Source: an optimization exercise on an open RTL-to-GDS flow (aim: small area). Production flows keep margins and buffers that such runs may drop. At most, simulation tests tie the RTL to the original design; equivalence was not proved. No activity file was given, so power comes from the tool's default toggle rates.

==> module mixer_multi_ramp, before the edit <==
module mixer_multi_ramp (
  input  logic        clk,
  input  logic        rst_n,
  input  logic        bclk,
  input  logic        lrclk,
  input  logic [3:0]  in,
  input  logic [31:0] level,
  input  logic [3:0]  mute,
  output logic        out,
  output logic [23:0] out_p,
  output logic        out_valid,
  output logic        sat
);
  logic        bclk_q, bclk_qq, lrclk_q;
  logic [3:0]  in_q;
  logic        rise_d;
  logic        fall, tog;
  logic        busy, act;
  logic [5:0]  cnt;
  logic [30:0] acc;
  logic [32:0] wide;
  logic        sticky, ovf;
  logic [7:0]  g [4];
  logic [9:0]  bsum;
  logic        first, full, res_en, rot_en, done;
  logic [1:0]  ch, ph;
  logic [7:0]  tgt, gnew;
  logic [8:0]  d;
  logic        over;
  logic [23:0] res;
  logic        out_q;
  logic        sbit;
  assign fall = ~bclk & bclk_q;
  assign tog  = lrclk ^ lrclk_q;
  assign act  = tog | busy;
  assign rise_d = bclk_q & ~bclk_qq;
  always_ff @(posedge clk) begin
    bclk_q  <= bclk;
    bclk_qq <= bclk_q;
    in_q    <= in;
    lrclk_q <= lrclk;
    ph      <= ph + 2'd1;
  end
  assign full   = cnt[5] | (cnt[4] & cnt[3]);
  assign first  = (cnt == 6'd0);
  assign res_en = act & (cnt == 6'd24);
  assign rot_en = act & full;
  assign done   = act & (cnt == 6'd39);
  assign ch     = ph;
  always_ff @(posedge clk) begin
    if (!rst_n) begin
      cnt  <= '0;
      busy <= 1'b0;
    end else begin
      if (tog) busy <= 1'b1;
      else if (done) busy <= 1'b0;
      if (done) cnt <= '0;
      else if (act | (rise_d & ~full)) cnt <= cnt + 6'd1;
    end
  end
  always_comb begin
    bsum = '0;
    for (int i = 0; i < 4; i++) if (in_q[2'(i) + ph] & bclk_q) bsum = bsum + {2'b0, g[i]};
  end
  assign wide = {acc[30], acc, 1'b0} + {23'b0, bsum};
  assign ovf  = (wide[32] != wide[31]) | (wide[31] != wide[30]);
  always_ff @(posedge clk) begin
    if ((rise_d | act) & ~full) begin
      if (first) begin
        acc    <= -{21'b0, bsum};
        sticky <= 1'b0;
      end else if (!sticky) begin
        if (ovf) sticky <= 1'b1;
        else     acc    <= wide[30:0];
      end
    end
  end
  assign tgt  = mute[ch] ? 8'd0 : level[ch*8 +: 8];
  assign gnew = (tgt > g[0]) ? g[0] + 8'd1 : (tgt < g[0]) ? g[0] - 8'd1 : g[0];
  always_ff @(posedge clk) begin
    g[0] <= g[1];
    g[1] <= rst_n ? g[2] : 8'd0;
    g[2] <= g[3];
    g[3] <= !rst_n ? 8'd0 : rot_en ? gnew : g[0];
  end
  assign over = sticky;
  assign res  = over ? {acc[30], {23{~acc[30]}}} : acc[30:7];
  always_comb begin
    sbit = 1'b0;
    for (int k = 0; k < 24; k++) if (cnt == 6'(k)) sbit = out_p[23-k];
  end
  always_ff @(posedge clk) begin
    if (!rst_n) begin
      out_p     <= '0;
      sat       <= 1'b0;
      out_q     <= 1'b0;
    end else begin
      if (res_en) begin
        out_p <= res;
        sat   <= over;
      end
      if (res_en)    out_q <= res[23];
      else if (fall) out_q <= sbit;
    end
  end
  assign out       = out_q;
  assign out_valid = busy & (cnt == 6'd25);
endmodule
==> flow/config.mk <==
export PLATFORM = sky130hd
export DESIGN_NAME = mixer_multi_ramp
export DESIGN_NICKNAME = mixer_multi_ramp
export VERILOG_FILES = /design/flow/design.v
export SDC_FILE = /design/flow/constraint.sdc
export NUM_CORES = 4
export LEC_CHECK = 0
export CAP_MARGIN = 20
export CORE_MARGIN = 2
export CORE_UTILIZATION = 65
export CTS_BUF_LIST = sky130_fd_sc_hd__clkbuf_8
export GPL_TIMING_DRIVEN = 0
export SLEW_MARGIN = 20
==> flow/constraint.sdc <==
create_clock -name core_clock -period 10.0 [get_ports {clk}]
set_input_delay 2.0000 -clock core_clock [delete_from_list [all_inputs] [get_ports {clk}]]
set_output_delay 2.0000 -clock core_clock [all_outputs]
set_load 0.01 [all_outputs]
standard.sh (not shown) runs the stock make flow with config.mk's settings and CLKGATE_MAP_FILE= SYNTH_SCRIPT=/design/flow/synth_recipe.tcl, a recipe that flattens the netlist after the stock synthesis.
==> flow/flow/run.sh <==
#!/bin/bash
# Own layout flow: the standard ORFS flow, with two changes:
#  - synthesis maps adders with ABC instead of the platform's full/half-adder cells, using an
#    area-oriented ABC script (flow/area.abc); registers are mapped exactly as in the standard
#    synthesis (dfflibmap runs before ABC and is untouched);
#  - the port buffers that placement inserts are the smallest buffer, buf_1.
set -euo pipefail
here=$(pwd)
sed "s#^  log_cmd abc {\*}\$abc_args\$#  log_cmd abc -script $here/flow/area.abc {*}\$lib_args {*}\$lib_dont_use_args#" \
  "$FLOW_HOME/scripts/synth.tcl" > "$here/synth_mod.tcl"
grep -q "flow/area.abc" "$here/synth_mod.tcl"
sed "s#source \$::env(SCRIPTS_DIR)/synth.tcl#source $here/synth_mod.tcl#" synth_recipe.tcl > "$here/own_synth.tcl"
grep -q "synth_mod.tcl" "$here/own_synth.tcl"
sed "s#SYNTH_SCRIPT=[^ ]*#SYNTH_SCRIPT=$here/own_synth.tcl ADDER_MAP_FILE=#" standard.sh > "$here/own_standard.sh"
grep -q "own_synth.tcl" "$here/own_standard.sh"
export BUFFER_PORTS_ARGS="-buffer_cell sky130_fd_sc_hd__buf_1"
bash "$here/own_standard.sh" > "$here/own_flow.log" 2>&1
==> flow/flow/area.abc <==
strash; &get -n; &deepsyn -T 30; &put; &get -n; &dch -f; &nf -p -R 1000; &put
The baseline finished with timing, DRC and antenna clean.
Change:
--- a/flow/design.v
+++ b/flow/design.v
@@ -12,8 +12,6 @@
   output logic        sat
 );
-  logic        bclk_q, bclk_qq, lrclk_q;
-  logic [3:0]  in_q;
-  logic        rise_d;
-  logic        fall, tog;
+  logic        bclk_q, lrclk_q;
+  logic        rise, fall, tog;
   logic        busy, act;
   logic [5:0]  cnt;
@@ -31,12 +29,10 @@
   logic        out_q;
   logic        sbit;
+  assign rise = bclk & ~bclk_q;
   assign fall = ~bclk & bclk_q;
   assign tog  = lrclk ^ lrclk_q;
   assign act  = tog | busy;
-  assign rise_d = bclk_q & ~bclk_qq;
   always_ff @(posedge clk) begin
     bclk_q  <= bclk;
-    bclk_qq <= bclk_q;
-    in_q    <= in;
     lrclk_q <= lrclk;
     ph      <= ph + 2'd1;
@@ -56,15 +52,15 @@
       else if (done) busy <= 1'b0;
       if (done) cnt <= '0;
-      else if (act | (rise_d & ~full)) cnt <= cnt + 6'd1;
+      else if (act | (rise & ~full)) cnt <= cnt + 6'd1;
     end
   end
   always_comb begin
     bsum = '0;
-    for (int i = 0; i < 4; i++) if (in_q[2'(i) + ph] & bclk_q) bsum = bsum + {2'b0, g[i]};
+    for (int i = 0; i < 4; i++) if (in[2'(i) + ph] & bclk) bsum = bsum + {2'b0, g[i]};
   end
   assign wide = {acc[30], acc, 1'b0} + {23'b0, bsum};
   assign ovf  = (wide[32] != wide[31]) | (wide[31] != wide[30]);
   always_ff @(posedge clk) begin
-    if ((rise_d | act) & ~full) begin
+    if ((rise | act) & ~full) begin
       if (first) begin
         acc    <= -{21'b0, bsum};
Outcome: The new run finished clean; clock-buffer cell count is unchanged; first-iteration DRC count came out higher by 40%; hold slack stays flat; total power came out lower by 5.1%; die area came out lower by 3.5%.
Function not checked in the second run of this note: the RTL went through the layout flow alone.

---

main:
mixer_multi_ramp again, from the RTL that the note above started with.
Settings: LEC_CHECK=0, CAP_MARGIN=20, CORE_MARGIN=2, CORE_UTILIZATION=65, GPL_TIMING_DRIVEN=0, SLEW_MARGIN=20; clock period 10.0 ns.
==> flow/flow/run.sh <==
#!/bin/bash
# Own layout flow: the standard ORFS flow (standard.sh), with these changes:
#  - synthesis maps adders with ABC instead of the platform's full/half-adder cells, using an
#    area-oriented ABC script (flow/area.abc). It runs once for each of four ABC random seeds,
#    in parallel, and the flow continues from the run with the smallest cell area. Registers
#    are mapped exactly as in the standard synthesis (dfflibmap runs before ABC, untouched);
#  - the port buffers that placement inserts are the smallest buffer, buf_1;
#  - clock tree synthesis uses clkbuf_8 and adds no dummy load cells.
# Each synthesis run logs to synth_<seed>.log and the rest of the flow to own_flow.log (ORFS's
# own per-step logs are under orfs/logs/).
set -euo pipefail
here=$(pwd)
seeds="1 2 3 4"
for s in $seeds; do
  sed "s/SEED/$s/" flow/area.abc > "$here/area_$s.abc"
  sed "s#^  log_cmd abc {\*}\$abc_args\$#  log_cmd abc -script $here/area_$s.abc {*}\$lib_args {*}\$lib_dont_use_args#" \
    "$FLOW_HOME/scripts/synth.tcl" > "$here/synth_mod_$s.tcl"
  grep -q "area_$s.abc" "$here/synth_mod_$s.tcl"
  sed "s#source \$::env(SCRIPTS_DIR)/synth.tcl#source $here/synth_mod_$s.tcl#" synth_recipe.tcl > "$here/own_synth_$s.tcl"
  grep -q "synth_mod_$s.tcl" "$here/own_synth_$s.tcl"
  sed -e "s#SYNTH_SCRIPT=[^ ]*#SYNTH_SCRIPT=$here/own_synth_$s.tcl ADDER_MAP_FILE=#" \
      -e "s#WORK_HOME=[^ ]*#WORK_HOME=$here/syn_$s#" standard.sh > "$here/own_standard_$s.sh"
  grep -q "own_synth_$s.tcl" "$here/own_standard_$s.sh"
  bash "$here/own_standard_$s.sh" synth > "$here/synth_$s.log" 2>&1 &
done
wait
best=""
best_area=""
for s in $seeds; do
  a=$(awk '/Chip area/ {print $NF}' "$here/syn_$s/reports/sky130hd/mixer_multi_ramp/base/synth_stat.txt")
  echo "seed $s: synthesis cell area $a" >> "$here/own_flow.log"
  if [[ -z "$best" ]] || awk -v a="$a" -v b="$best_area" 'BEGIN { exit !(a < b) }'; then
    best=$s
    best_area=$a
  fi
done
echo "using seed $best" >> "$here/own_flow.log"
rm -rf "$here/orfs"
mv "$here/syn_$best" "$here/orfs"
sed -e "s#SYNTH_SCRIPT=[^ ]*#SYNTH_SCRIPT=$here/own_synth_$best.tcl ADDER_MAP_FILE=#" standard.sh > "$here/own_standard.sh"
grep -q "own_synth_$best.tcl" "$here/own_standard.sh"
export BUFFER_PORTS_ARGS="-buffer_cell sky130_fd_sc_hd__buf_1"
export CTS_ARGS="-sink_clustering_enable -repair_clock_nets -dont_use_dummy_load -buf_list sky130_fd_sc_hd__clkbuf_8"
bash "$here/own_standard.sh" >> "$here/own_flow.log" 2>&1
Other scripts of this flow, unchanged in this note and not shown: flow/flow/area.abc
For the feature branch, these inputs were changed with respect to main:
==> flow/design.v <==
module mixer_multi_ramp (
  input  logic        clk,
  input  logic        rst_n,
  input  logic        bclk,
  input  logic        lrclk,
  input  logic [3:0]  in,
  input  logic [31:0] level,
  input  logic [3:0]  mute,
  output logic        out,
  output logic [23:0] out_p,
  output logic        out_valid,
  output logic        sat
);
  logic        bclk_q, bclk_qq, lrclk_q;
  logic        rise_d;
  logic        fall, tog;
  logic        busy, act;
  logic [5:0]  cnt;
  logic [30:0] acc;
  logic [32:0] wide;
  logic        sticky, ovf;
  logic [7:0]  g [4];
  logic [9:0]  bsum;
  logic [7:0]  term [4];
  logic        first, full, res_en, rot_en, done;
  logic [1:0]  ph;
  logic [7:0]  tgt, gnew;
  logic        over;
  logic [23:0] res;
  logic        out_q;
  logic        sbit;
  assign fall = ~bclk & bclk_q;
  assign tog  = lrclk ^ lrclk_q;
  assign act  = tog | busy;
  assign rise_d = bclk_q & ~bclk_qq;
  always_ff @(posedge clk) begin
    bclk_q  <= bclk;
    bclk_qq <= bclk_q;
    lrclk_q <= lrclk;
    ph      <= ph + 2'd1;
  end
  assign full   = cnt[5] | (cnt[4] & cnt[3]);
  assign first  = (cnt == 6'd0);
  assign res_en = act & (cnt == 6'd24);
  assign rot_en = act & full;
  assign done   = act & (cnt == 6'd39);
  always_ff @(posedge clk) begin
    if (!rst_n) begin
      cnt  <= '0;
      busy <= 1'b0;
    end else begin
      if (tog) busy <= 1'b1;
      else if (done) busy <= 1'b0;
      if (done) cnt <= '0;
      else if (act | (rise_d & ~full)) cnt <= cnt + 6'd1;
    end
  end
  always_comb begin
    for (int i = 0; i < 4; i++) term[i] = (in[2'(i) + ph] & bclk_q) ? g[i] : 8'd0;
  end
  assign bsum = ({2'b0, term[0]} + {2'b0, term[1]}) + ({2'b0, term[2]} + {2'b0, term[3]});
  assign wide = {acc[30], acc, 1'b0} + {23'b0, bsum};
  assign ovf  = (wide[32] != wide[31]) | (wide[31] != wide[30]);
  always_ff @(posedge clk) begin
    if ((rise_d | act) & ~full) begin
      if (first) begin
        acc    <= -{21'b0, bsum};
        sticky <= 1'b0;
      end else if (!sticky) begin
        acc    <= wide[30:0];
        sticky <= ovf;
      end
    end
  end
  assign tgt  = mute[ph] ? 8'd0 : level[ph*8 +: 8];
  assign gnew = (tgt > g[0]) ? g[0] + 8'd1 : (tgt < g[0]) ? g[0] - 8'd1 : g[0];
  always_ff @(posedge clk) begin
    g[0] <= g[1];
    g[1] <= rst_n ? g[2] : 8'd0;
    g[2] <= g[3];
    g[3] <= !rst_n ? 8'd0 : rot_en ? gnew : g[0];
  end
  assign over = sticky;
  assign res  = over ? {~acc[30], {23{acc[30]}}} : acc[30:7];
  always_comb begin
    sbit = 1'b0;
    for (int k = 0; k < 24; k++) if (cnt == 6'(k)) sbit = out_p[23-k];
  end
  always_ff @(posedge clk) begin
    if (!rst_n) begin
      out_p <= '0;
      sat   <= 1'b0;
      out_q <= 1'b0;
    end else begin
      if (res_en) begin
        out_p <= res;
        sat   <= over;
      end
      if (res_en)    out_q <= res[23];
      else if (fall) out_q <= sbit;
    end
  end
  assign out       = out_q;
  assign out_valid = busy & (cnt == 6'd25);
endmodule
## What came out
Taking the feature branch as 1.0, main lands at 1.06 on number of global-route vias before repair. Compared with main, in the feature branch worst setup timing slack at the placement stage went up; number of storage elements in the synthesis netlist lower. The lower synthesized cell count came out of the feature branch. The synthesized area of the feature branch was superior to that of main. The feature branch has fewer flip-flops than main. After detailed routing, main needs more wire than the feature branch. Measured against each other, main and the feature branch differ in portion of total power attributed to sequential cells, the lower figure coming from main. Sequential power was higher in the run labelled main. The power spent charging and discharging nets in the feature branch was lower than what main gave. Between the feature branch and main, it is the feature branch whose via count is lower, by 7.1%. The feature branch ended up with a lower post-synthesis compound-gate area fraction than main did.

[port drivers added, routing unchanged]
How much do the figures lean on ideal ports? The routed layouts below were timed once more, with nothing changed but the port constraints.
Step 1 assumes that a clkbuf_16 drives the clock port and a buf_2 every other input.
Step 2 times the ports against the registers' clock, not the clock port: input delays grow and output delays shrink by t, the midpoint of the rising clock arrivals with the driver on.
a / b / c = ideal / step 1 / step 2; a / b = the first two.
run | shift t [ns] | setup WS [ns] | worst data-port slew with drivers (ns)
the first run of note 1 | 0.397 | 0.888 / 0.888 / 0.888 | 0.03
the second run of note 1 | 0.406 | 0.281 / 0.292 / -0.115 | 0.04
main | 0.390 | 0.745 / 0.745 / 0.745 | 0.04
the feature branch | 0.380 | 0.747 / 0.757 / 0.378 | 0.04
Met with ideal ports but missed after step 2: setup timing in the second run of note 1. The setup slack of the second run of note 1, which loses most, moves by +0.011 ns with the drivers and by -0.396 ns with both steps.
